This design comes from an exercise in tuning for small area on the open sky130 flow, not from production work.
Only simulation tests tie the RTL to the original design; equivalence was not proved.
No activity file was given, so power comes from the tool's default toggle rates.

## xmit_top
module xmit_top #(
    parameter int preamble_len = 2,
    parameter int difs_ticks   = 16,
    parameter int slot_ticks   = 4,
    parameter int ack_ticks    = 64
) (
    input  logic       clk,
    input  logic       rst,
    input  logic       xvalid,
    input  logic       xsend,
    input  xmit_pkg::byte_t      xdata,
    output logic       xrdy,
    input  xmit_pkg::byte_t      mac,
    input  logic       cardet,
    input  logic       ack_received,
    input  logic       tick,
    input  logic       mx_rdy,
    output logic       mx_valid,
    output xmit_pkg::byte_t      mx_data,
    output logic       xbusy,
    output logic [3:0] xerrcnt
);
==> flow/config.mk <==
export PLATFORM = sky130hd
export DESIGN_NAME = xmit_top
export DESIGN_NICKNAME = xmit_top
export VERILOG_FILES = /design/flow/design.v
export SDC_FILE = /design/flow/constraint.sdc
export NUM_CORES = 4
export LEC_CHECK = 0
export CAP_MARGIN = 20
export CORE_MARGIN = 2
export CORE_UTILIZATION = 55
export CTS_BUF_LIST = sky130_fd_sc_hd__clkbuf_16
export CTS_CLUSTER_DIAMETER = 90
export CTS_CLUSTER_SIZE = 27
export PLACE_DENSITY = 0.65
export SLEW_MARGIN = 20
==> flow/constraint.sdc <==
create_clock -name core_clock -period 8.0 [get_ports {clk}]
set_input_delay 1.6000 -clock core_clock [delete_from_list [all_inputs] [get_ports {clk}]]
set_output_delay 1.6000 -clock core_clock [all_outputs]
set_load 0.01 [all_outputs]
standard.sh (not shown) runs the stock make flow with config.mk's settings and CLKGATE_MAP_FILE= SYNTH_SCRIPT=/design/flow/synth_recipe.tcl, a recipe that flattens the netlist after the stock synthesis.
==> flow/flow/run.sh <==
#!/bin/bash
# Own layout flow: the standard synthesis, then an area-oriented re-mapping
# of the combinational logic only (every register instance is kept as it is,
# with its name and cell), then the standard layout steps on that netlist.
# Each tool's full output goes to a log file of its own in the work folder.
set -euo pipefail
W=$PWD
R=$W/orfs/results/$FLOW_PLATFORM/xmit_top/base
LIB=$FLOW_HOME/platforms/$FLOW_PLATFORM/lib/sky130_fd_sc_hd__tt_025C_1v80.lib

# 1. standard synthesis (netlist and its odb)
bash standard.sh synth > $W/flow_1_synth.log 2>&1
cp $R/1_2_yosys.v $W/std_synth.v

# 2. re-map the combinational logic for area
FFS=$(grep -o 'sky130_fd_sc_hd__[a-z0-9_]*' $W/std_synth.v | sort -u | grep -E '__(dfxtp|dfxbp|dfrtp|dfstp|dfrbp|dfsbp|dfbbp|dfbbn|dfrtn|edfxtp|edfxbp|sdf|dlx|dlr)' | tr '\n' ' ')
sed -e "s#@LIB@#$LIB#g" -e "s#@IN@#$W/std_synth.v#g" -e "s#@OUT@#$W/remap.v#g" \
    -e "s#@FFS@#$FFS#g" -e "s#@ABC@#$W/flow/remap.abc#g" $W/flow/remap.ys > $W/remap_run.ys
sed -e "s#@LIB@#$LIB#g" -e "s#@OUT@#$W/remap.v#g" -e "s#@MAP@#$W/flow/mux2i_map.v#g" $W/flow/fix.ys > $W/fix_run.ys
yosys -s $W/remap_run.ys > $W/flow_2_remap.log 2>&1
yosys -s $W/fix_run.ys > $W/flow_2_fix.log 2>&1

# 3. the layout from the re-mapped netlist
cp $W/remap.v $R/1_2_yosys.v
rm -f $R/1_synth.odb $R/1_synth.sdc
bash standard.sh synth > $W/flow_3_synth_odb.log 2>&1
bash standard.sh > $W/flow_4_layout.log 2>&1
Other scripts of this flow, unchanged in this note and not shown: flow/flow/fix.ys, flow/flow/mux2i_map.v, flow/flow/remap.abc, flow/flow/remap.ys
Rerun with:
Settings changed: ABC_AREA set to 1, CORE_UTILIZATION 55 to 65, PLACE_DENSITY 0.65 to 0.72.
What happened: Critical path depth came out higher by 2. Total power came out lower by 5.9%. Hold slack gets better by 0.010 ns. Wire length came out lower by 7.9%. Register-to-register slack gets better by 0.30 ns. Utilization came out higher by 11 points.
Rerun with:
--- a/flow/flow/run.sh
+++ b/flow/flow/run.sh
@@ -25,3 +25,4 @@
 rm -f $R/1_synth.odb $R/1_synth.sdc
 bash standard.sh synth > $W/flow_3_synth_odb.log 2>&1
-bash standard.sh > $W/flow_4_layout.log 2>&1
+# after global routing, ORFS's power recovery downsizes gates that have slack
+RECOVER_POWER=100 bash standard.sh > $W/flow_4_layout.log 2>&1
Settings changed: ABC_AREA 1 to unset, CORE_UTILIZATION 65 to 55, PLACE_DENSITY 0.72 to 0.65.
With this change the flow completed, yet does not pass: max-capacitance violations, max-slew violations; utilization went down by 11 points; wire length went up by 8.7%; cell count went up by about 4%; global-route usage went down by 3.5 points; sequential share of layout area went down by 0.61 points; die area went up by 18%; total power went up by about 6.5%; worst hold slack gets worse by 0.012 ns; design area went up by 1.1%; register-to-register slack gets worse by 1.0 ns; via count went up by 0.74%.
Rerun with:
--- a/flow/flow/run.sh
+++ b/flow/flow/run.sh
@@ -25,4 +25,3 @@
 rm -f $R/1_synth.odb $R/1_synth.sdc
 bash standard.sh synth > $W/flow_3_synth_odb.log 2>&1
-# after global routing, ORFS's power recovery downsizes gates that have slack
-RECOVER_POWER=100 bash standard.sh > $W/flow_4_layout.log 2>&1
+bash standard.sh > $W/flow_4_layout.log 2>&1
Settings changed: CORE_UTILIZATION 55 to 65, PLACE_DENSITY 0.65 to 0.72.
After rerunning: This time the run finished with timing, DRC and antenna clean. Cell area goes down by 0.50%. Core utilization rises by 11 points. Worst setup slack gets better by 0.95 ns.

-- separate check: timing with driven ports --
How much do the figures lean on ideal ports? The routed layouts below were timed once more, with nothing changed but the port constraints.
Step 1 sets driving cells, clkbuf_16 on the clock port and buf_2 on the other inputs (assumed; they add their load-dependent delay and slew).
Step 2 adds t to the input delays and takes it off the output delays; t is the mean of the earliest and latest rising clock arrival at the registers after step 1. Input paths then give back, and output paths get back, about the clock's delay inside the block.
Three values: ideal, step 1, step 2; two values: the first two.
run	t (ns)	setup slack, ns	pins driven straight from the clock port
the first run	0.800	1.934 / 1.934 / 1.934	1
the second run	0.798	2.231 / 2.231 / 2.231	1
the third run	0.799	1.190 / 1.190 / 0.469	1
the fourth run	0.798	2.139 / 2.139 / 2.139	1
For the third run, which loses most, drivers alone change the setup slack by 0.000 ns; drivers and shift together by -0.721 ns.
